Context: an optimization exercise on an open-source flow, tuned for small area, a short achievable clock period and few clock cycles per item. The choices shown serve that exercise and are no tape-out recipe. RTL that was checked went through simulation tests only; none was proved equivalent to the original. The RTL of runs 1, 2 and 4 was laid out without a check of its function. Power is estimated from default activity; no workload was simulated.

File: flow/design.v
package fc2_bias_adder_pkg;
    localparam int FC2_N_LANE  = 16;
    localparam int FC2_N_BATCH = 2;
    localparam int FC2_W_BIAS  = 34;
    localparam int FC2_W_ACC   = 34;
    localparam int FC2_W_OUT   = 32;
    localparam int FC2_W_ADDR  = 1;
    typedef logic [1:0] state_t;
    localparam state_t S_FETCH = 2'd0;
    localparam state_t S_LATCH = 2'd1;
    localparam state_t S_WAIT  = 2'd2;
    localparam state_t S_OUT   = 2'd3;
endpackage
module fc2_bias_sat_add
#(
    parameter int W_A = fc2_bias_adder_pkg::FC2_W_ACC,
    parameter int W_B = fc2_bias_adder_pkg::FC2_W_BIAS,
    parameter int W_O = fc2_bias_adder_pkg::FC2_W_OUT
) (
    input  logic [W_A-1:0] acc,
    input  logic [W_B-1:0] bias,
    output logic [W_O-1:0] sum_sat
);
    localparam int W_S = ((W_A > W_B) ? W_A : W_B) + 1;
    localparam int W_L = W_O - 1;            
    localparam int W_H = W_S - 1 - W_L;      
    localparam int N_LV = $clog2(W_L);
    function automatic integer pfx_pol;
        input integer i;
        input integer k;
        integer n, l;
        begin
            n = 1;
            for (l = 0; l < k; l = l + 1) n = n + ((i >> l) & 1);
            pfx_pol = n & 1;
        end
    endfunction
    logic [W_S-2:0] a, b;
    assign a = (W_S-1)'($signed(acc));
    assign b = (W_S-1)'($signed(bias));
    logic [W_L-1:0] p0;
    assign p0 = a[W_L-1:0] ^ b[W_L-1:0];
    logic [W_L-1:0] gl [0:N_LV];
    logic [W_L-1:0] tl [0:N_LV];
    assign gl[0] = ~(a[W_L-1:0] & b[W_L-1:0]);
    assign tl[0] = ~(a[W_L-1:0] | b[W_L-1:0]);
    for (genvar k = 0; k < N_LV; k++) begin : g_lv
        for (genvar i = 0; i < W_L; i++) begin : g_bit
            if (((i >> k) & 1) == 1) begin : g_op
                localparam int J = ((i >> k) << k) - 1;
                localparam int NT = (i < (2 << k)) ? 0 : 1;
                fc2_pfx_op #(
                    .HP (pfx_pol(i, k)),
                    .LP (pfx_pol(J, k)),
                    .NT (NT)
                ) u_op (
                    .g_hi (gl[k][i]),
                    .t_hi (tl[k][i]),
                    .g_lo (gl[k][J]),
                    .t_lo (tl[k][J]),
                    .g    (gl[k+1][i]),
                    .t    (tl[k+1][i])
                );
            end else begin : g_pass
                assign gl[k+1][i] = gl[k][i];
                assign tl[k+1][i] = tl[k][i];
            end
        end
    end
    logic [W_L:0] c;
    assign c[0] = 1'b0;
    for (genvar i = 0; i < W_L; i++) begin : g_carry
        assign c[i+1] = pfx_pol(i, N_LV) ? ~gl[N_LV][i] : gl[N_LV][i];
    end
    logic sign0, sign1, ovf0, ovf1;
    fc2_bias_hi #(
        .W_H (W_H)
    ) u_hi (
        .a_hi  (a[W_S-2:W_L]),
        .b_hi  (b[W_S-2:W_L]),
        .sign0 (sign0),
        .sign1 (sign1),
        .ovf0  (ovf0),
        .ovf1  (ovf1)
    );
    fc2_bias_clamp #(
        .W_L (W_L)
    ) u_clamp (
        .p       (p0),
        .c       (c[W_L-1:0]),
        .c_hi    (c[W_L]),
        .sign0   (sign0),
        .sign1   (sign1),
        .ovf0    (ovf0),
        .ovf1    (ovf1),
        .sum_sat (sum_sat)
    );
endmodule
module fc2_pfx_op
#(
    parameter int HP = 0,
    parameter int LP = 0,
    parameter int NT = 1
) (
    input  logic g_hi,
    input  logic t_hi,
    input  logic g_lo,
    input  logic t_lo,
    output logic g,
    output logic t
);
    logic gh, th, glo, tlo, gt, tt;
    assign gh  = HP ? ~g_hi : g_hi;
    assign th  = HP ? ~t_hi : t_hi;
    assign glo = LP ? ~g_lo : g_lo;
    assign tlo = LP ? ~t_lo : t_lo;
    assign gt  = gh | (th & glo);
    assign tt  = th & tlo;
    assign g   = HP ? gt : ~gt;
    assign t   = (NT == 0) ? 1'b0 : (HP ? tt : ~tt);
endmodule
module fc2_bias_hi
#(
    parameter int W_H = 3
) (
    input  logic [W_H-1:0] a_hi,
    input  logic [W_H-1:0] b_hi,
    output logic           sign0,
    output logic           sign1,
    output logic           ovf0,
    output logic           ovf1
);
    logic signed [W_H:0] h0, h1;
    assign h0 = (W_H+1)'($signed(a_hi)) + (W_H+1)'($signed(b_hi));
    assign h1 = h0 + 1'b1;
    assign ovf0  = !((&h0) || !(|h0));
    assign ovf1  = !((&h1) || !(|h1));
    assign sign0 = h0[W_H];
    assign sign1 = h1[W_H];
endmodule
module fc2_bias_clamp
#(
    parameter int W_L = 31
) (
    input  logic [W_L-1:0] p,
    input  logic [W_L-1:0] c,
    input  logic           c_hi,
    input  logic           sign0,
    input  logic           sign1,
    input  logic           ovf0,
    input  logic           ovf1,
    output logic [W_L:0]   sum_sat
);
    logic sign, ovf;
    assign sign = c_hi ? sign1 : sign0;
    assign ovf  = c_hi ? ovf1 : ovf0;
    assign sum_sat = {sign, ovf ? {W_L{~sign}} : (p ^ c)};
endmodule
module fc2_bias_adder
#(
    parameter int N_LANE  = fc2_bias_adder_pkg::FC2_N_LANE,
    parameter int N_BATCH = fc2_bias_adder_pkg::FC2_N_BATCH,
    parameter int W_BIAS  = fc2_bias_adder_pkg::FC2_W_BIAS,
    parameter int W_ACC   = fc2_bias_adder_pkg::FC2_W_ACC,
    parameter int W_OUT   = fc2_bias_adder_pkg::FC2_W_OUT,
    parameter int W_ADDR  = fc2_bias_adder_pkg::FC2_W_ADDR
) (
    input  logic                      clk,
    input  logic                      rstn,
    input  logic                      flush,
    output logic [W_ADDR-1:0]         rom_aa,
    output logic                      rom_cena,
    input  logic [N_LANE*W_BIAS-1:0]  rom_qa,
    input  logic                      acc_valid,
    output logic                      acc_ready,
    input  logic [N_LANE*W_ACC-1:0]   acc_data,
    output logic                      out_valid,
    input  logic                      out_ready,
    output logic [N_LANE*W_OUT-1:0]   out_data,
    output logic                      out_last
);
    logic [W_ADDR-1:0]  batch_cnt;   
    logic               rom_ok;      
    logic               ok_idle;     
    logic [W_ADDR-1:0]  rom_aa_q;
    logic [W_ADDR-1:0]  cnt_nxt, inc_nxt, aa_nxt;
    logic               ov_nxt, ok_nxt;
    logic               is_last;
    logic               load;        
    logic               acc_hs;
    logic [N_LANE*W_OUT-1:0] sat_sum;
    assign is_last   = (batch_cnt == W_ADDR'(N_BATCH - 1));
    assign load      = !out_valid || out_ready;
    assign acc_ready = ok_idle || (rom_ok && out_ready);
    assign acc_hs    = acc_valid && acc_ready && !flush;
    assign rom_aa   = rom_aa_q;
    assign rom_cena = 1'b0;
    always_comb begin
        if (flush)       cnt_nxt = '0;
        else if (acc_hs) cnt_nxt = is_last ? '0 : batch_cnt + 1'b1;
        else             cnt_nxt = batch_cnt;
        if (flush)          ov_nxt = 1'b0;
        else if (acc_hs)    ov_nxt = 1'b1;
        else if (out_ready) ov_nxt = 1'b0;
        else                ov_nxt = out_valid;
        inc_nxt = (cnt_nxt == W_ADDR'(N_BATCH - 1)) ? '0 : cnt_nxt + 1'b1;
        ok_nxt  = (rom_aa_q == cnt_nxt);
        aa_nxt  = ok_nxt ? inc_nxt : cnt_nxt;
    end
    for (genvar i = 0; i < N_LANE; i++) begin : g_lane
        fc2_bias_sat_add #(
            .W_A (W_ACC),
            .W_B (W_BIAS),
            .W_O (W_OUT)
        ) u_sat_add (
            .acc     (acc_data[(N_LANE-1-i)*W_ACC +: W_ACC]),
            .bias    (rom_qa[(N_LANE-1-i)*W_BIAS +: W_BIAS]),
            .sum_sat (sat_sum[(N_LANE-1-i)*W_OUT +: W_OUT])
        );
    end
    always_ff @(posedge clk or negedge rstn) begin
        if (!rstn) begin
            batch_cnt <= '0;
            rom_ok    <= 1'b0;
            ok_idle   <= 1'b0;
            rom_aa_q  <= '0;
            out_valid <= 1'b0;
        end else begin
            batch_cnt <= cnt_nxt;
            rom_ok    <= ok_nxt;
            ok_idle   <= ok_nxt && !ov_nxt;
            rom_aa_q  <= aa_nxt;
            out_valid <= ov_nxt;
        end
    end
    always_ff @(posedge clk) begin
        if (load) begin
            out_data <= sat_sum;
            out_last <= is_last;
        end
    end
endmodule
File: flow/flow/run.sh
#!/bin/bash
# Own layout flow: the standard ORFS flow, with two settings changed:
#  - the port buffers that global placement inserts on every input and output are buf_1
#    cells instead of the default delay-buffer cells;
#  - the adder-cell mapping step of synthesis is skipped (ADDER_MAP_FILE empty), so the adders
#    are mapped by ABC as plain gates. Registers and their names are those of the standard synthesis.
# Each tool's full output goes to the ORFS logs under orfs/logs; make's own output goes to
# flow_make.log in the folder this runs in.
set -euo pipefail
bash standard.sh "BUFFER_PORTS_ARGS=-buffer_cell sky130_fd_sc_hd__buf_1" "ADDER_MAP_FILE=" finish > flow_make.log 2>&1
File: flow/standard.sh
#!/bin/bash
# synth_recipe.tcl (not shown) runs the flow's synth.tcl, then flattens the netlist and writes it again
# the make line also repeats each setting of config.mk as NAME=value (left out here)
make -C /OpenROAD-flow-scripts/flow DESIGN_CONFIG=/design/flow/config.mk WORK_HOME=/design/flow/orfs CLKGATE_MAP_FILE= SYNTH_SCRIPT=/design/flow/synth_recipe.tcl "${@:-finish}"
File: flow/config.mk
export PLATFORM = sky130hd
export DESIGN_NAME = fc2_bias_adder
export DESIGN_NICKNAME = fc2_bias_adder
export VERILOG_FILES = /design/flow/design.v
export SDC_FILE = /design/flow/constraint.sdc
export NUM_CORES = 4
export LEC_CHECK = 0
export CAP_MARGIN = 20
export CORE_AREA = 5 5 555 555
export DIE_AREA = 0 0 560 560
export SETUP_SLACK_MARGIN = 2.2
export SLEW_MARGIN = 20
export SYNTH_HIERARCHICAL = 1
export SYNTH_MINIMUM_KEEP_SIZE = 0
File: flow/constraint.sdc
create_clock -name core_clock -period 5.0 [get_ports {clk}]
set_input_delay 1.0000 -clock core_clock [delete_from_list [all_inputs] [get_ports {clk}]]
set_output_delay 1.0000 -clock core_clock [all_outputs]
set_load 0.01 [all_outputs]
==> results of run 1 <==
## power groups by stage
| stage | Sequential, mW | Clock (mW) | Combinational [mW] |
|---|---|---|---|
| 2_1_floorplan | 7.11 | 0 | 5.16 |
| 4_1_cts | 6.63 | 5.78 | 9.04 |
| 6_report | 6.61 | 5.58 | 9.17 |
| 3_3_place_gp | 6.70 | 0 | 8.85 |
| 3_5_place_dp | 6.68 | 0 | 8.91 |
| 5_1_grt | 6.69 | 5.92 | 9.90 |
## routing by layer
layer | vias up | wire length [microns]
met5 | - | 1520
met4 | 222 | 15100
met3 | 722 | 43500
met2 | 2436 | 121000
met1 | 24500 | 112000
li1 | 24800 | -
## cell type report
class	instances	area [sq um]
clock buffer	94	2010
timing repair buffer	1796	7880
tap	3978	4980
multi-input combinational	4826	34300
clock inverter	37	418
fill	33400	234000
antenna	117	293
sequential	518	15500
inverter	755	2830
## flip-flops by register name, summed over array words and instances, names as in the netlist
name	cells
ok_idle	1
out_valid	1
rom_ok	1
rom_aa_q	1
out_data	512
out_last	1
batch_cnt	1
## worst max-delay path by stage
stage                        startpoint       endpoint
after floorplan               out_ready        ok_idle
after global placement    acc_data[390]  out_data[382]
after detailed placement  acc_data[390]  out_data[382]
after CTS                    rom_qa[77]   out_data[94]
after global routing         rom_qa[55]   out_data[50]
final                       rom_qa[409]  out_data[393]
## metrics by stage
stage               hold slack (ns)  setup TNS [ns]  power (mW)  util, %  instances
floorplan                     0.526          -24.85        12.3        -       6270
global placement              0.596               0        15.5     21.3      11800
detailed placement            0.607               0        15.6     21.3      11800
CTS                          0.0147               0        21.4     22.2      12000
global route                 0.0640               0        22.5     22.5      12100
finish                        0.111               0        21.4     22.6      12100
## repair_timing
action | 4_1_cts | 5_1_grt
gates resized for setup | 76 | 69
setup buffers | 10 | 42
gates cloned | 1 | 5
endpoints found under the setup margin | 443 | 426
pin swaps | 7 | 17
## worst max-delay path, stage by stage
cell and delay (ns):
sky130_fd_sc_hd__buf_1 0.15, sky130_fd_sc_hd__nor2_4 0.13, sky130_fd_sc_hd__o21ai_2 0.09, sky130_fd_sc_hd__a21oi_4 0.24, sky130_fd_sc_hd__o21ai_4 0.09, sky130_fd_sc_hd__buf_12 0.15
sky130_fd_sc_hd__a21oi_4 0.16, sky130_fd_sc_hd__buf_12 0.15, sky130_fd_sc_hd__inv_1 0.05, sky130_fd_sc_hd__a21oi_2 0.13, sky130_fd_sc_hd__inv_2 0.07, sky130_fd_sc_hd__mux2_2 0.24
sky130_fd_sc_hd__buf_8 0.32, sky130_fd_sc_hd__o211ai_2 0.17
==> impl_summary.txt, run 1 <==
----------------------------------------------------
[Global routing]
  Met2 usage ... roughly a quarter
  Wire length of the first global-routing pass ... 387 mm
  Global routing met1 resource utilization ... 20.1%
  Residual overflow from global routing ... 0
  Met3 usage in global routing ... roughly 11%
  Via count of the first global-routing pass ... 47700
  Antenna violations before repair ... between 200 and 300
  Busiest metal layer after global routing ... met2
  Global Route Usage Sum ... approximately 18%
  Pin count of the biggest net entering global routing ... 96

[Drt]
  Routed via count ... about 53000
  Ratio of routed vias to standard cells ... about 4.3
  Average wire per standard cell ... 24.2 microns
  Aggregate routed wire length ... 293 mm
  DRC violation count after routing ... 0
  Number of detailed-routing iterations run before antenna repair ... 6
  Iteration-0 DRC Markers ... about 4600
  Final antenna-violating net count ... 0

[STA]
  Tcrit/Tclk final ... 56.2%
  Final hold viol count ... 0
  Final setup vio count ... 0
  Slew headroom ... 35.5%
  Unrepaired setup endpoints after global routing ... yes
  Post-route worst setup slack ... 2.19 ns
  Fmax ... 356 MHz
  Final-report max-slew violation count ... 0
  Slew @ Worst Pin ... between 0.9 and 1 ns
  Clock Skews ... 0.0236 ns
  Minimum clock period after layout ... 2.81 ns

[Power]
  Internal power ... 12.7 mW
  Portion of total power attributed to combinational logic ... 42.9%
  LEAKAGE ... 25.8 nW
  Part of the total power dissipated in sequential elements ... 31.0%
  Switching share of power ... 40.4%
  Power per cell area ... 313 mW/mm^2
  Power spent charging and discharging nets ... 8.64 mW
  Relative contribution of the clock network to total power ... a little over a quarter
  Maximum VDD drop ... between 200 and 300 uV

[Final layout]
  Most frequent standard cell in the layout excluding fill and tap cells ... sky130_fd_sc_hd__buf_1
  Final non-filler cell area ... 0.0682 sq mm
  Most frequent cells in the layout ... 1591 x sky130_fd_sc_hd__buf_1, 745 x sky130_fd_sc_hd__nor2_1, 738 x sky130_fd_sc_hd__inv_1
  Layout area overhead ... 28.5%
  Net count reported at finish ... 9068
  Layout cell share with drive strength beyond 1 ... 20.2%

[Yosys]
  Mapped Nets ... approximately 7400
  Warning count from the yosys run ... 12
  Syn avg cell area ... between 8 and 9 sq um
  Number of cells produced by synthesis ... roughly 6300
  Netlist area before placement ... 0.0531 sq mm

[Min path]
  Min-delay worst type ... primary input to asynchronous set/reset pin

[Setup path]
  Critical register-to-register path endpoint ... out_data[195]
  Worst reg2reg path depth ... 3
  Critical path endpoint category ... flop
  Required @ worst endpoint ... 5.47 ns
  Largest fanout on the critical path ... 31
  Kind of start point of the critical path ... primary input
  Worst setup path class ... primary input to flop
  Source of the worst register-to-register timing path ... out_valid
  FF-to-FF setup slack ... between 2 and 3 ns
  Data arrival time at the worst-slack endpoint ... 3.28 ns

[CTS]
  Clock root cell ... sky130_fd_sc_hd__clkbuf_16
  Number of hold buffers added after CTS ... 0
  Number of H-tree branching levels ... 3
  Cts bufs inserted ... 78
  # clock sinks ... 518
  CTS max path bufs ... 4
  Clock tree from TritonCTS ... done
  Insertion delay to the later sink of the worst-skew pair ... 0.77 ns
  Clk pin slew, worst setup/hold paths ... 0.05 ns

[Place]
  RD Place Congestion ... 1.09
  IO Port Bufs ... 1608
  Final HPWL from detailed placement ... approximately 250 mm
  Minimum setup slack after placement ... 0.853 ns
  Placed instance area ... between 0.06 and 0.07 sq mm

[Floorplan]
  FP Rows ... ~200
  Number of top-level pins ... roughly 1600
  Core footprint ... 0.302 sq mm
  Full die area ... ~0.31 sq mm
  Vertical extent of the die ... 560 microns
  Initial cell density of the core ... 17.6%
  Die extent in x ... 560 microns

[Job]
  Number of max-capacitance violations reported ... 0

[Run status]
  Result of the run ... no timing/DRC/antenna violations

----------------------------------------------------
==> inputs of run 2 (changes only) <==
--- a/flow/config.mk
+++ b/flow/config.mk
@@ -10,3 +10,3 @@
 export DIE_AREA = 0 0 560 560
-export SETUP_SLACK_MARGIN = 2.2
+export SETUP_SLACK_MARGIN = 1.6
 export SLEW_MARGIN = 20
==> impl_summary.txt, run 2 <==
----------------------------------------------------
[STA]
  Unrepaired setup endpoints after global routing ... yes
  Slew @ Worst Pin ... 1.05 ns (+0.0896 ns)
  Slew headroom ... 29.7% (-5.8 points)
  Final setup vio count ... 0 (unchanged)
  Clock Skews ... 0.0439 ns (+0.0203 ns)
  Tcrit/Tclk final ... 69.2% (+13 points)
  Minimum clock period after layout ... 3.46 ns (+0.646 ns)
  Fmax ... 289 MHz (-19%)
  Final hold viol count ... 0 (unchanged)
  Final-report max-slew violation count ... 0 (unchanged)

[Power]
  LEAKAGE ... 25.2 nW (-2.2%)
  Switching share of power ... 41.1% (+0.69 points)
  Power per cell area ... 321 mW/mm^2 (+2.6%)
  Internal power ... 12.6 mW (-0.83%)
  Power spent charging and discharging nets ... 8.82 mW (+2.0%)
  Maximum VDD drop ... 238 uV (-12%)
  Relative contribution of the clock network to total power ... 27.0% (+0.9 points)
  Total Power ... 21.4 mW (+0.33%)
  Portion of total power attributed to combinational logic ... 41.4% (-1.5 points)
  Part of the total power dissipated in sequential elements ... 31.6% (+0.6 points)

[Setup path]
  Worst setup path class ... primary input to flop
  Largest fanout on the critical path ... 21 (-32%)
  Critical path endpoint category ... flop
  Kind of start point of the critical path ... primary input
  Worst reg2reg path depth ... 3 (unchanged)
  Data arrival time at the worst-slack endpoint ... 3.91 ns (+0.63 ns)
  Total stage count of the critical path ... 12 (-2)
  Most frequent CP cell ... sky130_fd_sc_hd__a21oi_2
  CP Buf/Inv Count ... 4 (-2)
  Cell type of the slowest stage on the worst timing path ... sky130_fd_sc_hd__a21oi_2
  CP max stage delay ... 0.56 ns (+0.24 ns)
  Sequence of cells on the critical path ... buf_1 > nor2_1 > o21ai_1 > a21oi_2 > o21ai_1 > a21oi_2 > inv_1 > a21oi_2 > inv_1 > mux2_4 > buf_4 > o211ai_2
  CP top delay family ... compound AO/OA/AOI/OAI gates
  Required @ worst endpoint ... 5.45 ns (-0.02 ns)

[Floorplan]
  Vertical extent of the die ... 560 microns (unchanged)
  Core footprint ... 0.302 sq mm (unchanged)
  FP Rows ... 202 (unchanged)
  Initial cell density of the core ... 17.6% (unchanged)
  Full die area ... 0.314 sq mm (unchanged)
  Die extent in x ... 560 microns (unchanged)
  Number of top-level pins ... 1610 (unchanged)

[Final layout]
  Footprint of the multi-input gates ... 0.0332 sq mm (-3.0%)
  Layout area overhead ... 25.7%
  Most frequent cells in the layout ... 1608 x sky130_fd_sc_hd__buf_1, 802 x sky130_fd_sc_hd__nor2_1, 753 x sky130_fd_sc_hd__inv_1
  Total of fill cells in the finished design ... 33600 (+0.57%)
  Combined flip-flop and latch cell area ... 0.0155 sq mm (unchanged)
  Share of the core filled with cells in the final layout ... 22.1% (-0.49 points)
  Flip-flop count of the largest register, all copies and words added ... 512 (unchanged)
  Largest register by flop count ... out_data
  Most frequent standard cell in the layout excluding fill and tap cells ... sky130_fd_sc_hd__buf_1
  Net count reported at finish ... 9019 (-0.54%)
  Layout cell share with drive strength beyond 1 ... 17.9% (-2.3 points)

[Drt]
  Final antenna-violating net count ... 0 (unchanged)
  Number of detailed-routing iterations run before antenna repair ... 6 (unchanged)
  Iteration-0 DRC Markers ... 5281 (+16%)
  Ratio of routed vias to standard cells ... 4.36 (+0.30%)
  Routed via count ... 52600 (-0.030%)
  DRC violation count after routing ... 0 (unchanged)
  Average wire per standard cell ... 23.9 microns (-1.0%)
  Aggregate routed wire length ... 289 mm (-1.4%)

[CTS]
  Clock tree from TritonCTS ... done
  Number of H-tree branching levels ... 3 (unchanged)
  CTS max path bufs ... 4 (unchanged)
  Clk pin slew, worst setup/hold paths ... 0.06 ns (about the same)
  Cts bufs inserted ... 80 (+2.6%)
  Number of hold buffers added after CTS ... 0 (unchanged)
  Insertion delay to the later sink of the worst-skew pair ... 0.74 ns (-0.03 ns)
  Number of post-CTS setup repair buffers ... 0 (-10)
  Clock root cell ... sky130_fd_sc_hd__clkbuf_16
  # clock sinks ... 518 (unchanged)

[Job]
  Number of max-capacitance violations reported ... 0 (unchanged)

[Min path]
  Min-delay worst type ... primary input to asynchronous set/reset pin

[Global routing]
  Via count of the first global-routing pass ... 47100 (-1.2%)
  Antenna violations before repair ... 264 (-9.6%)
  Wire length of the first global-routing pass ... 385 mm (-0.41%)
  Pin count of the biggest net entering global routing ... 91 (-5.2%)
  Global Route Usage Sum ... 17.3% (-0.16 points)
  Residual overflow from global routing ... 0 (unchanged)

[Run status]
  Result of the run ... no timing/DRC/antenna violations

[Place]
  IO Port Bufs ... 1608 (unchanged)
  Final HPWL from detailed placement ... 252 mm (-0.36%)
  RD Place Congestion ... 1.12 (+2.7%)

[Yosys]
  Number of cells produced by synthesis ... 6270 (unchanged)
  Netlist area before placement ... 0.0531 sq mm (unchanged)
  Syn avg cell area ... 8.47 sq um (unchanged)
  Mapped Nets ... 7363 (unchanged)
  Warning count from the yosys run ... 12 (unchanged)

----------------------------------------------------
run 2: cell count changes in the layout (fill, tap and decap cells not counted), moves of 19 or more:
| cell | delta |
|---|---|
| sky130_fd_sc_hd__a21oi_4 | -20 |
| sky130_fd_sc_hd__nor2_2 | -31 |
| sky130_fd_sc_hd__o21ai_2 | -34 |
| sky130_fd_sc_hd__a21oi_2 | +20 |
| sky130_fd_sc_hd__nor2_1 | +57 |
| sky130_fd_sc_hd__o21ai_1 | +55 |
| sky130_fd_sc_hd__buf_4 | -19 |
| sky130_fd_sc_hd__nor2_4 | -26 |
| sky130_fd_sc_hd__o21ai_4 | -21 |
run 2: metrics by stage:
step | worst slack, ns | hold WS, ns | instance area [sq um] | instances | TNS, ns
global route | 1.59 | 0.0739 | 66500 | 12000 | 0
CTS | 1.67 | 0.0155 | 66400 | 12000 | 0
global placement | 0.616 | 0.574 | 63800 | 11800 | 0
floorplan | -0.212 | 0.526 | 53100 | 6270 | -24.85
detailed placement | 0.541 | 0.581 | 63800 | 11800 | 0
finish | 1.54 | 0.107 | 66700 | 12100 | 0
run 2: layout make-up:
cell class,instances,share of cell area [%]
multi-input cells,4820,49.8
flip-flops and latches,518,23.3
repair buffers,1751,10.9
well taps,3978,7.46
inverters,755,4.25
clock buffers,91,3.06
clock inverters,46,0.773
diodes,122,0.458
run 2: worst reg2reg max path: stages, from the launching register on:
cell and delay (ns):
sky130_fd_sc_hd__dfrtp_1 0.40, sky130_fd_sc_hd__nand2b_4 0.61, sky130_fd_sc_hd__buf_12 0.30, sky130_fd_sc_hd__buf_12 0.43
run 2: worst paths after layout:
kind,startpoint,to,slack (ns)
setup / recovery,rom_qa[35],out_data[45],1.54
hold / removal,rstn,rom_ok,0.11
setup reg to reg,out_valid,out_data[490],2.88
hold reg to reg,rom_aa_q,rom_aa_q,0.60
max in group asynchronous,rstn,rom_aa_q,4.66
min in group core_clock,flush,out_valid,0.58
run 2: routing by layer:
metal  wire [microns]  track usage, %
met1           120000            22.3
met2           119000            25.4
met3            38600            8.03
met4            10700            6.10
met5              993           0.442
run 2: what timing repair did:
| item | 4_1_cts | 5_1_grt |
|---|---|---|
| endpoints found under the setup margin | 52 | 153 |
| gates resized for setup | 4 | 9 |
| cloned | 0 | 0 |
run 2: power by group through the flow:
stage,logic (mW),clock network (mW),registers [mW]
after floorplan,5.05,0,7.11
after global placement,8.79,0,6.88
after detailed placement,8.86,0,6.85
after CTS,8.90,5.98,6.80
after global routing,9.58,6.10,6.86
final,8.88,5.78,6.77
==> inputs of run 3 (changes only) <==
--- a/flow/design.v
+++ b/flow/design.v
@@ -26,3 +26,11 @@
     localparam int W_H = W_S - 1 - W_L;      
-    localparam int N_LV = $clog2(W_L);
+    function automatic integer n_levels;
+        input integer n;
+        integer i;
+        begin
+            n_levels = 0;
+            for (i = 0; i < 31; i = i + 1) if ((1 << i) < n) n_levels = i + 1;
+        end
+    endfunction
+    localparam int N_LV = n_levels(W_L);
     function automatic integer pfx_pol;
--- a/flow/config.mk
+++ b/flow/config.mk
@@ -10,3 +10,3 @@
 export DIE_AREA = 0 0 560 560
-export SETUP_SLACK_MARGIN = 1.6
+export SETUP_SLACK_MARGIN = 2.2
 export SLEW_MARGIN = 20
==> impl_summary.txt, run 3 <==
----------------------------------------------------
[Run status]
  Result of the run ... no timing/DRC/antenna violations

[Power]
  LEAKAGE ... 25.8 nW (+2.2%)
  Switching share of power ... 40.4% (-0.69 points)
  Internal power ... 12.7 mW (+0.83%)
  Power per cell area ... 313 mW/mm^2 (-2.5%)
  Portion of total power attributed to combinational logic ... 42.9% (+1.5 points)
  Power spent charging and discharging nets ... 8.64 mW (-2.0%)
  Relative contribution of the clock network to total power ... 26.1% (-0.9 points)
  Part of the total power dissipated in sequential elements ... 31.0% (-0.6 points)
  Maximum VDD drop ... 269 uV (+13%)

[Final layout]
  Flip-flop count of the largest register, all copies and words added ... 512 (unchanged)
  Final non-filler cell total ... 12100 (+0.33%)
  Most frequent standard cell in the layout excluding fill and tap cells ... sky130_fd_sc_hd__buf_1
  Final non-filler cell area ... 0.0682 sq mm (+2.2%)
  Total of fill cells in the finished design ... 33400 (-0.57%)
  Most frequent cells in the layout ... 1591 x sky130_fd_sc_hd__buf_1, 745 x sky130_fd_sc_hd__nor2_1, 738 x sky130_fd_sc_hd__inv_1
  Layout cell share with drive strength beyond 1 ... 20.2% (+2.3 points)
  Layout area overhead ... 28.5%
  Largest register by flop count ... out_data
  Net count reported at finish ... 9068 (+0.54%)

[Floorplan]
  Vertical extent of the die ... 560 microns (unchanged)
  Full die area ... 0.314 sq mm (unchanged)
  Initial cell density of the core ... 17.6% (unchanged)
  Number of top-level pins ... 1610 (unchanged)
  FP Rows ... 202 (unchanged)
  Core footprint ... 0.302 sq mm (unchanged)
  Die extent in x ... 560 microns (unchanged)

[STA]
  Slew @ Worst Pin ... 0.964 ns (-0.0896 ns)
  Slew headroom ... 35.5% (+5.8 points)
  Fmax ... 356 MHz (+23%)
  Clock Skews ... 0.0236 ns (-0.0203 ns)
  Unrepaired setup endpoints after global routing ... yes
  Final setup vio count ... 0 (unchanged)
  Tcrit/Tclk final ... 56.2% (-13 points)
  Minimum clock period after layout ... 2.81 ns (-0.646 ns)
  Final-report max-slew violation count ... 0 (unchanged)
  Final hold viol count ... 0 (unchanged)

[Setup path]
  Required @ worst endpoint ... 5.47 ns (+0.02 ns)
  Kind of start point of the critical path ... primary input
  Largest fanout on the critical path ... 31 (+48%)
  Worst setup path class ... primary input to flop
  Critical path endpoint category ... flop
  Data arrival time at the worst-slack endpoint ... 3.28 ns (-0.63 ns)

[Min path]
  Min-delay worst type ... primary input to asynchronous set/reset pin

[Place]
  Placed instance area ... 0.0644 sq mm (+0.91%)
  Placed Cells incl. Taps ... 11800 (-0.059%)
  RD Place Congestion ... 1.09 (-2.7%)
  IO Port Bufs ... 1608 (unchanged)
  Final HPWL from detailed placement ... 252 mm (+0.36%)

[Drt]
  Aggregate routed wire length ... 293 mm (+1.4%)
  Iteration-0 DRC Markers ... 4559 (-14%)
  DRC violation count after routing ... 0 (unchanged)
  Number of detailed-routing iterations run before antenna repair ... 6 (unchanged)
  Routed via count ... 52600 (+0.030%)
  Ratio of routed vias to standard cells ... 4.34 (-0.30%)
  Average wire per standard cell ... 24.2 microns (+1.1%)
  Final antenna-violating net count ... 0 (unchanged)

[CTS]
  Clock root cell ... sky130_fd_sc_hd__clkbuf_16
  Cts bufs inserted ... 78 (-2.5%)
  Number of H-tree branching levels ... 3 (unchanged)
  Clk pin slew, worst setup/hold paths ... 0.05 ns (about the same)
  CTS max path bufs ... 4 (unchanged)
  Clock tree from TritonCTS ... done
  Insertion delay to the later sink of the worst-skew pair ... 0.77 ns (+0.03 ns)
  # clock sinks ... 518 (unchanged)

[Job]
  Number of max-capacitance violations reported ... 0 (unchanged)

[Yosys]
  Netlist area before placement ... 0.0531 sq mm (unchanged)
  Number of cells produced by synthesis ... 6270 (unchanged)
  Mapped Nets ... 7363 (unchanged)
  Syn avg cell area ... 8.47 sq um (unchanged)
  Warning count from the yosys run ... 12 (unchanged)

[Global routing]
  Global Route Usage Sum ... 17.5% (+0.16 points)
  Pin count of the biggest net entering global routing ... 96 (+5.5%)
  Via count of the first global-routing pass ... 47700 (+1.2%)
  Wire length of the first global-routing pass ... 387 mm (+0.41%)
  Antenna violations before repair ... 292 (+11%)
  Residual overflow from global routing ... 0 (unchanged)

----------------------------------------------------
-- run 3: cell count changes in the layout (fill, tap and decap cells not counted), moves of 19 or more --
cell | before | now
sky130_fd_sc_hd__nor2_1 | 802 | 745
sky130_fd_sc_hd__o21ai_1 | 638 | 583
sky130_fd_sc_hd__o21ai_2 | 82 | 116
sky130_fd_sc_hd__nor2_2 | 1 | 32
sky130_fd_sc_hd__nor2_4 | 0 | 26
sky130_fd_sc_hd__o21ai_4 | 0 | 21
sky130_fd_sc_hd__a21oi_2 | 496 | 476
sky130_fd_sc_hd__a21oi_4 | 1 | 21
sky130_fd_sc_hd__buf_4 | 130 | 149
-- run 3: power by group through the flow --
stage | logic (mW) | clock network (mW) | registers, mW
floorplan | 5.16 | 0 | 7.11
global placement | 8.85 | 0 | 6.70
detailed placement | 8.91 | 0 | 6.68
CTS | 9.04 | 5.78 | 6.63
global route | 9.90 | 5.92 | 6.69
finish | 9.17 | 5.58 | 6.61
-- run 3: worst max-delay path, stage by stage --
cell and delay, ns:
sky130_fd_sc_hd__buf_1 0.15, sky130_fd_sc_hd__nor2_4 0.13, sky130_fd_sc_hd__o21ai_2 0.09, sky130_fd_sc_hd__a21oi_4 0.24
sky130_fd_sc_hd__o21ai_4 0.09, sky130_fd_sc_hd__buf_12 0.15, sky130_fd_sc_hd__a21oi_4 0.16, sky130_fd_sc_hd__buf_12 0.15
sky130_fd_sc_hd__inv_1 0.05, sky130_fd_sc_hd__a21oi_2 0.13, sky130_fd_sc_hd__inv_2 0.07, sky130_fd_sc_hd__mux2_2 0.24
sky130_fd_sc_hd__buf_8 0.32, sky130_fd_sc_hd__o211ai_2 0.17
-- run 3: worst paths after layout --
path,cells past startpoint,end,from,slack (ns)
setup / recovery,14,out_data[393],rom_qa[409],2.19
hold / removal,1,batch_cnt,rstn,0.11
setup reg to reg,3,out_data[195],out_valid,2.88
min in group core_clock,2,out_valid,flush,0.59
hold reg to reg,1,rom_aa_q,rom_aa_q,0.62
max in group asynchronous,1,ok_idle,rstn,4.66
-- run 3: metal layers --
metal / track usage [%] / vias up / share of wire, % / wire length [microns]
li1: - / 24800 / - / -
met1: 20.1 / 24500 / 38 / 112000
met2: 25.7 / 2436 / 41 / 121000
met3: 10.8 / 722 / 15 / 43500
met4: 7.84 / 222 / 5.2 / 15100
met5: 0.854 / - / 0.52 / 1520
-- run 3: through the flow --
step	power, mW	setup WS, ns	setup TNS (ns)	util (%)	hold WS [ns]
CTS	21.4	2.18	0	22.2	0.0147
finish	21.4	2.19	0	22.6	0.111
floorplan	12.3	-0.212	-24.85	-	0.526
global route	22.5	2.18	0	22.5	0.0640
detailed placement	15.6	0.853	0	21.3	0.607
global placement	15.5	0.883	0	21.3	0.596
-- run 3: layout make-up --
type	count	area (sq um)	area share [%]
Sequential cell	518	15500	22.8
Tap cell	3978	4980	7.30
Timing Repair Buffer	1796	7880	11.6
Multi-Input combinational cell	4826	34300	50.2
Clock inverter	37	418	0.613
Antenna cell	117	293	0.429
Clock buffer	94	2010	2.95
Inverter	755	2830	4.16
-- run 3: repair_timing --
action / in CTS / in global routing
buffers inserted: 10 / 42
gates resized for setup: 76 / 69
endpoints found under the hold margin: 0 / 0
gates cloned: 1 / 5
endpoints found under the setup margin: 443 / 426
pin swaps: 7 / 17
hold buffers: 0 / 0
Testbench counts of run 3, summed over its fixed seeds: cycles 9,616, items 9,600.
==> inputs of run 4 (changes only) <==
--- a/flow/design.v
+++ b/flow/design.v
@@ -26,11 +26,3 @@
     localparam int W_H = W_S - 1 - W_L;      
-    function automatic integer n_levels;
-        input integer n;
-        integer i;
-        begin
-            n_levels = 0;
-            for (i = 0; i < 31; i = i + 1) if ((1 << i) < n) n_levels = i + 1;
-        end
-    endfunction
-    localparam int N_LV = n_levels(W_L);
+    localparam int N_LV = $clog2(W_L);
     function automatic integer pfx_pol;
@@ -77,7 +69,17 @@
     end
+    function automatic logic [W_L-1:0] cpol_mask;
+        input integer unused;
+        integer i;
+        begin
+            cpol_mask = '0;
+            for (i = 1; i < W_L; i = i + 1) cpol_mask[i] = pfx_pol(i - 1, N_LV);
+        end
+    endfunction
+    localparam logic [W_L-1:0] CPOL = cpol_mask(0);
     logic [W_L:0] c;
     assign c[0] = 1'b0;
-    for (genvar i = 0; i < W_L; i++) begin : g_carry
-        assign c[i+1] = pfx_pol(i, N_LV) ? ~gl[N_LV][i] : gl[N_LV][i];
-    end
+    for (genvar i = 0; i < W_L - 1; i++) begin : g_carry
+        assign c[i+1] = gl[N_LV][i];
+    end
+    assign c[W_L] = pfx_pol(W_L - 1, N_LV) ? ~gl[N_LV][W_L-1] : gl[N_LV][W_L-1];
     logic sign0, sign1, ovf0, ovf1;
@@ -94,3 +96,4 @@
     fc2_bias_clamp #(
-        .W_L (W_L)
+        .W_L  (W_L),
+        .CPOL (CPOL)
     ) u_clamp (
@@ -150,3 +153,4 @@
 #(
-    parameter int W_L = 31
+    parameter int W_L = 31,
+    parameter logic [W_L-1:0] CPOL = '0
 ) (
@@ -164,3 +168,3 @@
     assign ovf  = c_hi ? ovf1 : ovf0;
-    assign sum_sat = {sign, ovf ? {W_L{~sign}} : (p ^ c)};
+    assign sum_sat = {sign, ovf ? {W_L{~sign}} : (p ^ c ^ CPOL)};
 endmodule
--- a/flow/flow/run.sh
+++ b/flow/flow/run.sh
@@ -4,2 +4,3 @@
 #    cells instead of the default delay-buffer cells;
+#  - ABC sizes its gates for a 1 fF load, leaving upsizing to the timing repair;
 #  - the adder-cell mapping step of synthesis is skipped (ADDER_MAP_FILE empty), so the adders
@@ -9,2 +10,2 @@
 set -euo pipefail
-bash standard.sh "BUFFER_PORTS_ARGS=-buffer_cell sky130_fd_sc_hd__buf_1" "ADDER_MAP_FILE=" finish > flow_make.log 2>&1
+bash standard.sh "BUFFER_PORTS_ARGS=-buffer_cell sky130_fd_sc_hd__buf_1" "ADDER_MAP_FILE=" "ABC_LOAD_IN_FF=1" finish > flow_make.log 2>&1
--- a/flow/config.mk
+++ b/flow/config.mk
@@ -10,3 +10,3 @@
 export DIE_AREA = 0 0 560 560
-export SETUP_SLACK_MARGIN = 2.2
+export SETUP_SLACK_MARGIN = 2.3
 export SLEW_MARGIN = 20
==> impl_summary.txt, run 4 <==
----------------------------------------------------
[Floorplan]
  Initial cell density of the core ... 15.8% (-1.8 points)
  Full die area ... 0.314 sq mm (unchanged)
  Core footprint ... 0.302 sq mm (unchanged)
  FP Rows ... 202 (unchanged)
  Die extent in x ... 560 microns (unchanged)
  Vertical extent of the die ... 560 microns (unchanged)
  Number of top-level pins ... 1610 (unchanged)

[STA]
  Total negative slack ... 0 ns (unchanged)
  Clock Skews ... 0.0373 ns (+0.0137 ns)
  Final setup vio count ... 0 (unchanged)
  Minimum clock period after layout ... 2.76 ns (-0.0476 ns)
  Final-report max-slew violation count ... 0 (unchanged)
  Final hold viol count ... 0 (unchanged)
  Slew headroom ... 39.2% (+3.7 points)
  Unrepaired setup endpoints after global routing ... yes
  Tcrit/Tclk final ... 55.3% (-0.95 points)
  Fmax ... 362 MHz (+1.7%)
  Slew @ Worst Pin ... 0.906 ns (-0.0582 ns)

[Drt]
  Average wire per standard cell ... 22.9 microns (-5.1%)
  Final antenna-violating net count ... 0 (unchanged)
  DRC violation count after routing ... 0 (unchanged)
  Aggregate routed wire length ... 271 mm (-7.5%)
  Met1 routed wirelength after detailed routing ... 105 mm (-6.6%)
  Iteration-0 DRC Markers ... 4414 (-3.2%)
  Uppermost layer routed ... met5
  Met2 wire len ... 114 mm (-5.4%)
  Ratio of routed vias to standard cells ... 4.29 (-1.1%)
  Met3 Routed Length ... 37.4 mm (-14%)
  Number of detailed-routing iterations run before antenna repair ... 6 (unchanged)
  Routed via count ... 50700 (-3.6%)

[Global routing]
  Antenna violations before repair ... 276 (-5.5%)
  Residual overflow from global routing ... 0 (unchanged)
  Pin count of the biggest net entering global routing ... 81 (-16%)
  Via count of the first global-routing pass ... 45200 (-5.2%)
  Global Route Usage Sum ... 16.1% (-1.4 points)
  Wire length of the first global-routing pass ... 358 mm (-7.3%)

[CTS]
  CTS max path bufs ... 4 (unchanged)
  Clock tree from TritonCTS ... done
  Insertion delay to the later sink of the worst-skew pair ... 0.77 ns (about the same)
  Number of H-tree branching levels ... 3 (unchanged)
  Number of hold buffers added after CTS ... 0 (unchanged)
  Clock root cell ... sky130_fd_sc_hd__clkbuf_16
  Cts bufs inserted ... 79 (+1.3%)
  Clk pin slew, worst setup/hold paths ... 0.06 ns (about the same)
  # clock sinks ... 518 (unchanged)

[Power]
  Internal power ... 12.0 mW (-5.3%)
  Portion of total power attributed to combinational logic ... 38.1% (-4.8 points)
  Relative contribution of the clock network to total power ... 28.4% (+2.3 points)
  LEAKAGE ... 23.1 nW (-10%)
  Power spent charging and discharging nets ... 7.70 mW (-11%)
  Power per cell area ... 318 mW/mm^2 (+1.4%)
  Total Power ... 19.8 mW (-7.5%)
  Part of the total power dissipated in sequential elements ... 33.5% (+2.5 points)
  Switching share of power ... 39.0% (-1.4 points)
  Maximum VDD drop ... 227 uV (-16%)

[Yosys]
  Number of cells produced by synthesis ... 6030 (-3.8%)
  Warning count from the yosys run ... 12 (unchanged)
  Netlist area before placement ... 0.0476 sq mm (-10%)
  Syn avg cell area ... 7.90 sq um (-6.7%)
  Mapped Nets ... 7123 (-3.3%)

[Final layout]
  Most frequent cells in the layout ... 1584 x sky130_fd_sc_hd__buf_1, 751 x sky130_fd_sc_hd__nor2_1, 736 x sky130_fd_sc_hd__xor2_1
  Share of the core filled with cells in the final layout ... 20.6% (-2.0 points)
  Final non-filler cell area ... 0.0622 sq mm (-8.8%)
  Most frequent standard cell in the layout excluding fill and tap cells ... sky130_fd_sc_hd__buf_1
  Net count reported at finish ... 8790 (-3.1%)
  Flip-flop count of the largest register, all copies and words added ... 512 (unchanged)
  Layout area overhead ... 30.6%
  Layout cell share with drive strength beyond 1 ... 7.20% (-13 points)
  Largest register by flop count ... out_data

[Setup path]
  Data arrival time at the worst-slack endpoint ... 3.36 ns (+0.08 ns)
  CP top delay family ... compound AO/OA/AOI/OAI gates
  CP Buf/Inv Count ... 3 (-3)
  Largest fanout on the critical path ... 31 (unchanged)
  Cell type of the slowest stage on the worst timing path ... sky130_fd_sc_hd__mux2_4
  Critical path endpoint category ... flop
  Kind of start point of the critical path ... primary input
  Critical register-to-register path endpoint ... out_data[425]
  Worst setup path class ... primary input to flop
  Source of the worst register-to-register timing path ... out_valid
  Worst reg2reg path depth ... 3 (unchanged)
  CP max stage delay ... 0.48 ns (+0.16 ns)
  FF-to-FF setup slack ... 2.91 ns (+0.03 ns)
  Sequence of cells on the critical path ... buf_1 > nor2_1 > o21ai_1 > a21oi_2 > o21ai_2 > a21oi_1 > inv_1 > a21oi_1 > inv_1 > mux2_4 > o211ai_1
  Required @ worst endpoint ... 5.60 ns (+0.13 ns)

[Place]
  Final HPWL from detailed placement ... 233 mm (-7.7%)
  Placed instance area ... 0.0584 sq mm (-9.3%)
  IO Port Bufs ... 1608 (unchanged)
  RD Place Congestion ... 1.07 (-2.0%)

[Min path]
  Min-delay worst type ... primary input to asynchronous set/reset pin

[Job]
  Number of max-capacitance violations reported ... 0 (unchanged)

[Run status]
  Result of the run ... no timing/DRC/antenna violations

----------------------------------------------------
==> run 4: changes by cell type in the layout (fill, tap and decap cells not counted), moves of 233 or more <==
cell,delta
sky130_fd_sc_hd__xnor2_1,-233
sky130_fd_sc_hd__a21oi_1,+432
sky130_fd_sc_hd__o211ai_2,-480
sky130_fd_sc_hd__o211ai_1,+480
sky130_fd_sc_hd__a21oi_2,-432
sky130_fd_sc_hd__xor2_1,+240
==> run 4: cell type report <==
class	instances	area, sq um
Antenna cell	86	215
Clock buffer	94	2030
Clock inverter	42	454
Fill cell	33900	240000
Inverter	531	1990
Multi-Input combinational cell	4811	29600
Sequential cell	518	15500
Tap cell	3978	4980
Timing Repair Buffer	1756	7400
==> run 4: metrics by stage <==
stage          hold WS, ns  instances  setup WS [ns]
2_1_floorplan        0.526       6030         -0.212
3_3_place_gp         0.569      11500          0.824
3_5_place_dp         0.571      11500          0.784
4_1_cts             0.0446      11700           2.29
5_1_grt             0.0873      11800           2.27
6_report             0.161      11800           2.24
==> run 4: routing by layer <==
| layer | vias to the layer above | global-route usage [%] |
|---|---|---|
| met5 | - | 0 |
| met4 | 174 | 7.32 |
| met3 | 677 | 8.53 |
| met2 | 2474 | 24.0 |
| met1 | 23300 | 19.1 |
| li1 | 24100 | - |
==> run 4: worst max path at each step <==
| stage | start | end | slack [ns] | cells past startpoint |
|---|---|---|---|---|
| finish | rom_qa[69] | out_data[64] | 2.24 | 11 |
| global route | rom_qa[16] | out_data[19] | 2.27 | 12 |
| CTS | rom_qa[107] | out_data[102] | 2.29 | 12 |
| detailed placement | rom_qa[107] | out_data[108] | 0.78 | 11 |
| global placement | rom_qa[107] | out_data[107] | 0.82 | 11 |
| floorplan | out_ready | ok_idle | -0.21 | 3 |
==> run 4: power groups by stage <==
| stage | Clock [mW] | Combinational, mW | Sequential, mW |
|---|---|---|---|
| floorplan | 0 | 3.89 | 7.11 |
| global placement | 0 | 7.20 | 6.71 |
| detailed placement | 0 | 7.26 | 6.70 |
| CTS | 5.83 | 7.37 | 6.64 |
| global route | 5.98 | 8.16 | 6.71 |
| finish | 5.62 | 7.52 | 6.62 |
==> run 4: repair_timing <==
action / CTS / global route
resized for setup: 76 / 105
pin swaps: 11 / 26
buffers inserted: 19 / 32
cloned: 0 / 7
endpoints found under the setup margin: 507 / 462
==> run 4: worst register-to-register path, stage by stage, from the launching register on <==
cell and delay [ns]:
sky130_fd_sc_hd__dfrtp_1 0.41, sky130_fd_sc_hd__nand2b_4 0.47, sky130_fd_sc_hd__buf_12 0.33, sky130_fd_sc_hd__buf_4 0.48
==> inputs of run 5 (changes only) <==
--- a/flow/design.v
+++ b/flow/design.v
@@ -26,3 +26,11 @@
     localparam int W_H = W_S - 1 - W_L;      
-    localparam int N_LV = $clog2(W_L);
+    function automatic integer n_levels;
+        input integer n;
+        integer i;
+        begin
+            n_levels = 0;
+            for (i = 0; i < 31; i = i + 1) if ((1 << i) < n) n_levels = i + 1;
+        end
+    endfunction
+    localparam int N_LV = n_levels(W_L);
     function automatic integer pfx_pol;
--- a/flow/flow/run.sh
+++ b/flow/flow/run.sh
@@ -1,3 +1,3 @@
 #!/bin/bash
-# Own layout flow: the standard ORFS flow, with two settings changed:
+# Own layout flow: the standard ORFS flow, with these settings changed:
 #  - the port buffers that global placement inserts on every input and output are buf_1
--- a/flow/config.mk
+++ b/flow/config.mk
@@ -10,3 +10,3 @@
 export DIE_AREA = 0 0 560 560
-export SETUP_SLACK_MARGIN = 2.3
+export SETUP_SLACK_MARGIN = 2.6
 export SLEW_MARGIN = 20
==> impl_summary.txt, run 5 <==
----------------------------------------------------
[CTS]
  Number of H-tree branching levels ... 3 (unchanged)
  Cts bufs inserted ... 79 (unchanged)
  CTS max path bufs ... 4 (unchanged)
  Number of hold buffers added after CTS ... 0 (unchanged)
  Clock root cell ... sky130_fd_sc_hd__clkbuf_16
  Clock tree from TritonCTS ... done
  # clock sinks ... 518 (unchanged)
  Clk pin slew, worst setup/hold paths ... 0.06 ns (about the same)
  Insertion delay to the later sink of the worst-skew pair ... 0.77 ns (about the same)

[Yosys]
  Warning count from the yosys run ... 12 (unchanged)
  Mapped Nets ... 7123 (unchanged)
  Number of cells produced by synthesis ... 6030 (unchanged)
  Netlist area before placement ... 0.0476 sq mm (unchanged)
  Syn avg cell area ... 7.90 sq um (unchanged)

[Setup path]
  Required @ worst endpoint ... 5.54 ns (-0.06 ns)
  Sequence of cells on the critical path ... buf_4 > nor2_4 > nor2_1 > a21oi_1 > buf_4 > o21ai_2 > buf_6 > a21oi_4 > inv_2 > a21oi_2 > inv_2 > buf_6 > mux2_4 > o211ai_1
  CP top delay family ... compound AO/OA/AOI/OAI gates
  Source of the worst register-to-register timing path ... out_valid
  Worst setup path class ... primary input to flop
  CP Buf/Inv Count ... 6 (+3)
  Total stage count of the critical path ... 14 (+3)
  Largest fanout on the critical path ... 7 (-77%)
  Cell type of the slowest stage on the worst timing path ... sky130_fd_sc_hd__mux2_4
  Critical path endpoint category ... flop
  FF-to-FF setup slack ... 2.78 ns (-0.13 ns)
  Data arrival time at the worst-slack endpoint ... 3.12 ns (-0.24 ns)
  Worst reg2reg path depth ... 4 (+1)
  Kind of start point of the critical path ... primary input
  Launching instance or port of the critical path ... rom_qa[376]
  Critical register-to-register path endpoint ... out_data[425]
  CP max stage delay ... 0.39 ns (-0.09 ns)

[Drt]
  Final antenna-violating net count ... 0 (unchanged)
  Aggregate routed wire length ... 287 mm (+6.0%)
  Average wire per standard cell ... 23.8 microns (+4.0%)
  DRC violation count after routing ... 0 (unchanged)
  Ratio of routed vias to standard cells ... 4.38 (+2.1%)
  Routed via count ... 52800 (+4.1%)
  Iteration-0 DRC Markers ... 4752 (+7.7%)
  Number of detailed-routing iterations run before antenna repair ... 6 (unchanged)

[STA]
  Tcrit/Tclk final ... 51.6% (-3.7 points)
  Final hold viol count ... 0 (unchanged)
  Final setup vio count ... 0 (unchanged)
  Fmax ... 388 MHz (+7.2%)
  Slew headroom ... 39.7% (+0.51 points)
  Minimum clock period after layout ... 2.58 ns (-0.185 ns)
  Clock Skews ... 0.0413 ns (+0.00395 ns)
  Final-report max-slew violation count ... 0 (unchanged)
  Slew @ Worst Pin ... 0.902 ns (-0.00418 ns)
  Unrepaired setup endpoints after global routing ... yes
  Post-route worst setup slack ... 2.42 ns (+0.185 ns)
  Total negative slack ... 0 ns (unchanged)

[Floorplan]
  Vertical extent of the die ... 560 microns (unchanged)
  Initial cell density of the core ... 15.8% (unchanged)
  FP Rows ... 202 (unchanged)
  Die extent in x ... 560 microns (unchanged)
  Core footprint ... 0.302 sq mm (unchanged)
  Number of top-level pins ... 1610 (unchanged)
  Full die area ... 0.314 sq mm (unchanged)

[Job]
  Number of max-capacitance violations reported ... 0 (unchanged)

[Place]
  IO Port Bufs ... 1608 (unchanged)
  Minimum setup slack after placement ... 0.784 ns (unchanged)
  RD Place Congestion ... 1.07 (unchanged)
  Final HPWL from detailed placement ... 233 mm (unchanged)
  Placed instance area ... 0.0584 sq mm (unchanged)
  Placed Cells incl. Taps ... 11500 (unchanged)

[Global routing]
  Residual overflow from global routing ... 0 (unchanged)
  Wire length of the first global-routing pass ... 369 mm (+2.9%)
  Global Route Usage Sum ... 16.6% (+0.49 points)
  Pin count of the biggest net entering global routing ... 81 (unchanged)
  Via count of the first global-routing pass ... 46200 (+2.2%)
  Antenna violations before repair ... 279 (+1.1%)

[Final layout]
  Layout area overhead ... 42.2%
  Net count reported at finish ... 9016 (+2.6%)
  Largest register by flop count ... out_data
  Flip-flop count of the largest register, all copies and words added ... 512 (unchanged)
  Most frequent standard cell in the layout excluding fill and tap cells ... sky130_fd_sc_hd__buf_1
  Final non-filler cell area ... 0.0677 sq mm (+8.9%)
  Layout cell share with drive strength beyond 1 ... 18.8% (+12 points)
  Share of the core filled with cells in the final layout ... 22.4% (+1.8 points)
  Most frequent cells in the layout ... 1241 x sky130_fd_sc_hd__buf_1, 733 x sky130_fd_sc_hd__xor2_1, 614 x sky130_fd_sc_hd__nand2_1
  Final non-filler cell total ... 12100 (+2.0%)

[Power]
  Power per cell area ... 311 mW/mm^2 (-2.1%)
  Power spent charging and discharging nets ... 8.17 mW (+6.0%)
  Part of the total power dissipated in sequential elements ... 31.6% (-1.9 points)
  Portion of total power attributed to combinational logic ... 41.6% (+3.5 points)
  Internal power ... 12.9 mW (+6.9%)
  Maximum VDD drop ... 208 uV (-8.1%)
  Relative contribution of the clock network to total power ... 26.8% (-1.6 points)
  LEAKAGE ... 26.1 nW (+13%)
  Switching share of power ... 38.8% (-0.19 points)

[Run status]
  Result of the run ... no timing/DRC/antenna violations

[Min path]
  Min-delay worst type ... primary input to asynchronous set/reset pin

----------------------------------------------------
run 5: final cells by class:
| cell class | instances | area, sq um |
|---|---|---|
| fillers | 33500 | 234000 |
| clock inverters | 42 | 454 |
| well taps | 3978 | 4980 |
| repair buffers | 1955 | 10900 |
| flip-flops and latches | 518 | 15500 |
| clock buffers | 94 | 2030 |
| diodes | 94 | 235 |
| multi-input cells | 4838 | 31600 |
| inverters | 531 | 2010 |
run 5: worst max path at each step:
| stage | end | slack [ns] |
|---|---|---|
| after CTS | out_data[87] | 2.40 |
| final | out_data[375] | 2.42 |
| after global placement | out_data[107] | 0.82 |
| after global routing | out_data[87] | 2.35 |
| after detailed placement | out_data[108] | 0.78 |
| after floorplan | ok_idle | -0.21 |
run 5: what timing repair did:
action                     in CTS  in global routing
gates cloned                   23                 40
setup endpoints to repair     741                646
resized for setup             585                773
setup buffers                  97                124
pin swaps                     120                265
run 5: power by group through the flow:
stage	Combinational, mW	Sequential, mW	Clock [mW]
finish	8.76	6.66	5.63
floorplan	3.89	7.11	0
CTS	8.03	6.67	5.83
global placement	7.20	6.71	0
detailed placement	7.26	6.70	0
global route	9.39	6.74	5.97
run 5: per-stage QoR:
| stage | power, mW | hold WS [ns] |
|---|---|---|
| floorplan | 11.0 | 0.526 |
| CTS | 20.5 | 0.0445 |
| finish | 21.0 | 0.157 |
| global route | 22.1 | 0.0947 |
| global placement | 13.9 | 0.569 |
| detailed placement | 14.0 | 0.571 |
run 5: worst reg2reg max path, cell delays in order (launching register included):
cell	delay, ns
sky130_fd_sc_hd__dfrtp_1	0.40
sky130_fd_sc_hd__buf_4	0.15
sky130_fd_sc_hd__nand2b_4	0.46
sky130_fd_sc_hd__buf_12	0.32
sky130_fd_sc_hd__buf_4	0.49
run 5: metal layers:
| layer | wire length, microns | global-route usage, % |
|---|---|---|
| met5 | 1280 | 0 |
| met3 | 40400 | 8.95 |
| met4 | 16000 | 7.72 |
| met2 | 122000 | 25.0 |
| met1 | 108000 | 19.3 |
Testbench counts of run 5, summed over its fixed seeds: cycles 9,616, items 9,600.
==> inputs of run 6 (changes only) <==
--- a/flow/config.mk
+++ b/flow/config.mk
@@ -10,3 +10,3 @@
 export DIE_AREA = 0 0 560 560
-export SETUP_SLACK_MARGIN = 2.6
+export SETUP_SLACK_MARGIN = 2.3
 export SLEW_MARGIN = 20
==> impl_summary.txt, run 6 <==
----------------------------------------------------
[Run status]
  Result of the run ... no timing/DRC/antenna violations

[Power]
  Portion of total power attributed to combinational logic ... 38.1% (-3.5 points)
  Internal power ... 12.0 mW (-6.4%)
  Total Power ... 19.8 mW (-6.1%)
  Part of the total power dissipated in sequential elements ... 33.5% (+1.9 points)
  Maximum VDD drop ... 227 uV (+8.8%)
  Switching share of power ... 39.0% (+0.19 points)
  Relative contribution of the clock network to total power ... 28.4% (+1.6 points)
  Power per cell area ... 318 mW/mm^2 (+2.2%)
  LEAKAGE ... 23.1 nW (-11%)
  Power spent charging and discharging nets ... 7.70 mW (-5.7%)

[Floorplan]
  Core footprint ... 0.302 sq mm (unchanged)
  Initial cell density of the core ... 15.8% (unchanged)
  Number of top-level pins ... 1610 (unchanged)
  Vertical extent of the die ... 560 microns (unchanged)
  Die extent in x ... 560 microns (unchanged)
  Full die area ... 0.314 sq mm (unchanged)
  FP Rows ... 202 (unchanged)

[Final layout]
  Footprint of the multi-input gates ... 0.0296 sq mm (-6.4%)
  Largest register by flop count ... out_data
  Layout cell share with drive strength beyond 1 ... 7.20% (-12 points)
  Most frequent standard cell in the layout excluding fill and tap cells ... sky130_fd_sc_hd__buf_1
  Net count reported at finish ... 8790 (-2.5%)
  Most frequent cells in the layout ... 1584 x sky130_fd_sc_hd__buf_1, 751 x sky130_fd_sc_hd__nor2_1, 736 x sky130_fd_sc_hd__xor2_1
  Flip-flop count of the largest register, all copies and words added ... 512 (unchanged)
  Layout area overhead ... 30.6%
  Combined flip-flop and latch cell area ... 0.0155 sq mm (about the same)
  Total of fill cells in the finished design ... 33900 (+1.4%)

[Setup path]
  Critical register-to-register path endpoint ... out_data[425]
  Data arrival time at the worst-slack endpoint ... 3.36 ns (+0.24 ns)
  Source of the worst register-to-register timing path ... out_valid
  Worst setup path class ... primary input to flop
  Required @ worst endpoint ... 5.60 ns (+0.06 ns)
  Critical path endpoint category ... flop
  Largest fanout on the critical path ... 31 (+24)
  FF-to-FF setup slack ... 2.91 ns (+0.13 ns)
  Worst reg2reg path depth ... 3 (-1)
  Kind of start point of the critical path ... primary input

[Place]
  Final HPWL from detailed placement ... 233 mm (unchanged)
  Minimum setup slack after placement ... 0.784 ns (unchanged)
  IO Port Bufs ... 1608 (unchanged)
  RD Place Congestion ... 1.07 (unchanged)

[STA]
  Post-route worst setup slack ... 2.24 ns (-0.185 ns)
  Final setup vio count ... 0 (unchanged)
  Final hold viol count ... 0 (unchanged)
  Tcrit/Tclk final ... 55.3% (+3.7 points)
  Unrepaired setup endpoints after global routing ... yes
  Slew @ Worst Pin ... 0.906 ns (+0.00418 ns)
  Slew headroom ... 39.2% (-0.51 points)
  Fmax ... 362 MHz (-6.7%)
  Final-report max-slew violation count ... 0 (unchanged)
  Clock Skews ... 0.0373 ns (-0.00395 ns)
  Minimum clock period after layout ... 2.76 ns (+0.185 ns)

[Drt]
  Met2 wire len ... 114 mm (-6.1%)
  Iteration-0 DRC Markers ... 4414 (-7.1%)
  Met1 routed wirelength after detailed routing ... 105 mm (-3.0%)
  Number of detailed-routing iterations run before antenna repair ... 6 (unchanged)
  Routed via count ... 50700 (-3.9%)
  Average wire per standard cell ... 22.9 microns (-3.8%)
  DRC violation count after routing ... 0 (unchanged)
  Uppermost layer routed ... met5
  Aggregate routed wire length ... 271 mm (-5.7%)
  Met3 Routed Length ... 37.4 mm (-7.5%)
  Ratio of routed vias to standard cells ... 4.29 (-2.0%)
  Final antenna-violating net count ... 0 (unchanged)

[Min path]
  Min-delay worst type ... primary input to asynchronous set/reset pin

[Yosys]
  Syn avg cell area ... 7.90 sq um (unchanged)
  Netlist area before placement ... 0.0476 sq mm (unchanged)
  Mapped Nets ... 7123 (unchanged)
  Warning count from the yosys run ... 12 (unchanged)
  Number of cells produced by synthesis ... 6030 (unchanged)

[Global routing]
  Pin count of the biggest net entering global routing ... 81 (unchanged)
  Via count of the first global-routing pass ... 45200 (-2.2%)
  Antenna violations before repair ... 276 (-1.1%)
  Residual overflow from global routing ... 0 (unchanged)
  Wire length of the first global-routing pass ... 358 mm (-2.8%)
  Global Route Usage Sum ... 16.1% (-0.49 points)

[CTS]
  Insertion delay to the later sink of the worst-skew pair ... 0.77 ns (about the same)
  CTS max path bufs ... 4 (unchanged)
  Cts bufs inserted ... 79 (unchanged)
  # clock sinks ... 518 (unchanged)
  Clock root cell ... sky130_fd_sc_hd__clkbuf_16
  Number of H-tree branching levels ... 3 (unchanged)
  Clock tree from TritonCTS ... done
  Clk pin slew, worst setup/hold paths ... 0.06 ns (about the same)

[Job]
  Number of max-capacitance violations reported ... 0 (unchanged)

----------------------------------------------------
-- run 6: changes by cell type in the layout (fill, tap and decap cells not counted), moves of 124 or more --
| cell | change |
|---|---|
| sky130_fd_sc_hd__nor2_2 | -133 |
| sky130_fd_sc_hd__buf_4 | -139 |
| sky130_fd_sc_hd__buf_1 | +343 |
| sky130_fd_sc_hd__clkbuf_2 | -149 |
| sky130_fd_sc_hd__nor2_1 | +189 |
| sky130_fd_sc_hd__buf_6 | -124 |
-- run 6: timing repair --
item / in CTS / in global routing
pin swaps: 11 / 26
resized for setup: 76 / 105
endpoints found under the setup margin: 507 / 462
hold endpoints to repair: 0 / 0
gates cloned: 0 / 7
buffers inserted: 19 / 32
hold buffers: 0 / 0
-- run 6: power by group through the flow --
| stage | registers [mW] | logic [mW] | clock network (mW) |
|---|---|---|---|
| 2_1_floorplan | 7.11 | 3.89 | 0 |
| 3_3_place_gp | 6.71 | 7.20 | 0 |
| 3_5_place_dp | 6.70 | 7.26 | 0 |
| 4_1_cts | 6.64 | 7.37 | 5.83 |
| 5_1_grt | 6.71 | 8.16 | 5.98 |
| 6_report | 6.62 | 7.52 | 5.62 |
-- run 6: layer usage --
| metal | vias up | global-route usage [%] |
|---|---|---|
| li1 | 24100 | - |
| met1 | 23300 | 19.1 |
| met2 | 2474 | 24.0 |
| met3 | 677 | 8.53 |
| met4 | 174 | 7.32 |
| met5 | - | 0 |
-- run 6: metrics by stage --
| stage | setup TNS [ns] | cells | hold WS (ns) | utilization (%) | area, sq um |
|---|---|---|---|---|---|
| 2_1_floorplan | -24.85 | 6030 | 0.526 | - | 48200 |
| 3_3_place_gp | 0 | 11500 | 0.569 | 19.3 | 58400 |
| 3_5_place_dp | 0 | 11500 | 0.571 | 19.3 | 58400 |
| 4_1_cts | 0 | 11700 | 0.0446 | 20.3 | 61300 |
| 5_1_grt | 0 | 11800 | 0.0873 | 20.6 | 62100 |
| 6_report | 0 | 11800 | 0.161 | 20.6 | 62200 |
-- run 6: worst max-delay path, cell delays in order --
cell and delay [ns]:
sky130_fd_sc_hd__buf_1 0.30, sky130_fd_sc_hd__nor2_1 0.10, sky130_fd_sc_hd__o21ai_1 0.28, sky130_fd_sc_hd__a21oi_2 0.16, sky130_fd_sc_hd__o21ai_2 0.32, sky130_fd_sc_hd__a21oi_1 0.14
sky130_fd_sc_hd__inv_1 0.09, sky130_fd_sc_hd__a21oi_1 0.07, sky130_fd_sc_hd__inv_1 0.13, sky130_fd_sc_hd__mux2_4 0.48, sky130_fd_sc_hd__o211ai_1 0.28
-- run 6: worst max-delay path by stage --
stage                     start            end  slack (ns)  depth (start not counted)
floorplan             out_ready        ok_idle       -0.21                          3
global placement    rom_qa[107]  out_data[107]        0.82                         11
detailed placement  rom_qa[107]  out_data[108]        0.78                         11
CTS                 rom_qa[107]  out_data[102]        2.29                         12
global route         rom_qa[16]   out_data[19]        2.27                         12
finish               rom_qa[69]   out_data[64]        2.24                         11
-- run 6: final cells by class --
type | instances | area share [%]
Inverter | 531 | 3.20
Clock buffer | 94 | 3.27
Sequential cell | 518 | 25.0
Tap cell | 3978 | 8.00
Timing Repair Buffer | 1756 | 11.9
Clock inverter | 42 | 0.730
Multi-Input combinational cell | 4811 | 47.6
Antenna cell | 86 | 0.346

## re-timing with driven ports
In the flow no input, the clock included, has a driving cell. The finished layouts below were timed again as built, in two steps.
Step 1: set_driving_cell puts a clkbuf_16 on clk and a buf_2 on each other input, an assumption about the parent block.
Step 2 times the ports against the registers' clock, not the clock port: input delays grow and output delays shrink by t, the midpoint of the rising clock arrivals with the driver on.
Three values: no drivers, after step 1, after step 2; two values: the first two.
| run | t, ns | setup slack, ns | hold slack, ns | clock arrival spread, ns | pins driven straight from the clock port |
|---|---|---|---|---|---|
| run 1 | 0.820 | 2.188 / 2.096 / 1.276 | 0.111 / 0.235 / 0.619 | 0.046 / 0.046 | 1 |
| run 2 | 0.807 | 1.542 / 1.533 / 0.726 | 0.107 / 0.063 / 0.602 | 0.082 / 0.082 | 1 |
| run 3 | 0.820 | 2.188 / 2.096 / 1.276 | 0.111 / 0.235 / 0.619 | 0.046 / 0.046 | 1 |
| run 4 | 0.823 | 2.236 / 2.195 / 1.373 | 0.161 / 0.184 / 0.581 | 0.045 / 0.045 | 1 |
| run 5 | 0.823 | 2.420 / 2.292 / 1.469 | 0.157 / 0.162 / 0.606 | 0.044 / 0.044 | 1 |
| run 6 | 0.823 | 2.236 / 2.195 / 1.373 | 0.161 / 0.184 / 0.581 | 0.045 / 0.045 | 1 |
After both steps setup and hold are still met in every run listed. The setup slack of run 5, which loses most, moves by -0.128 ns with the drivers and by -0.951 ns with both steps.
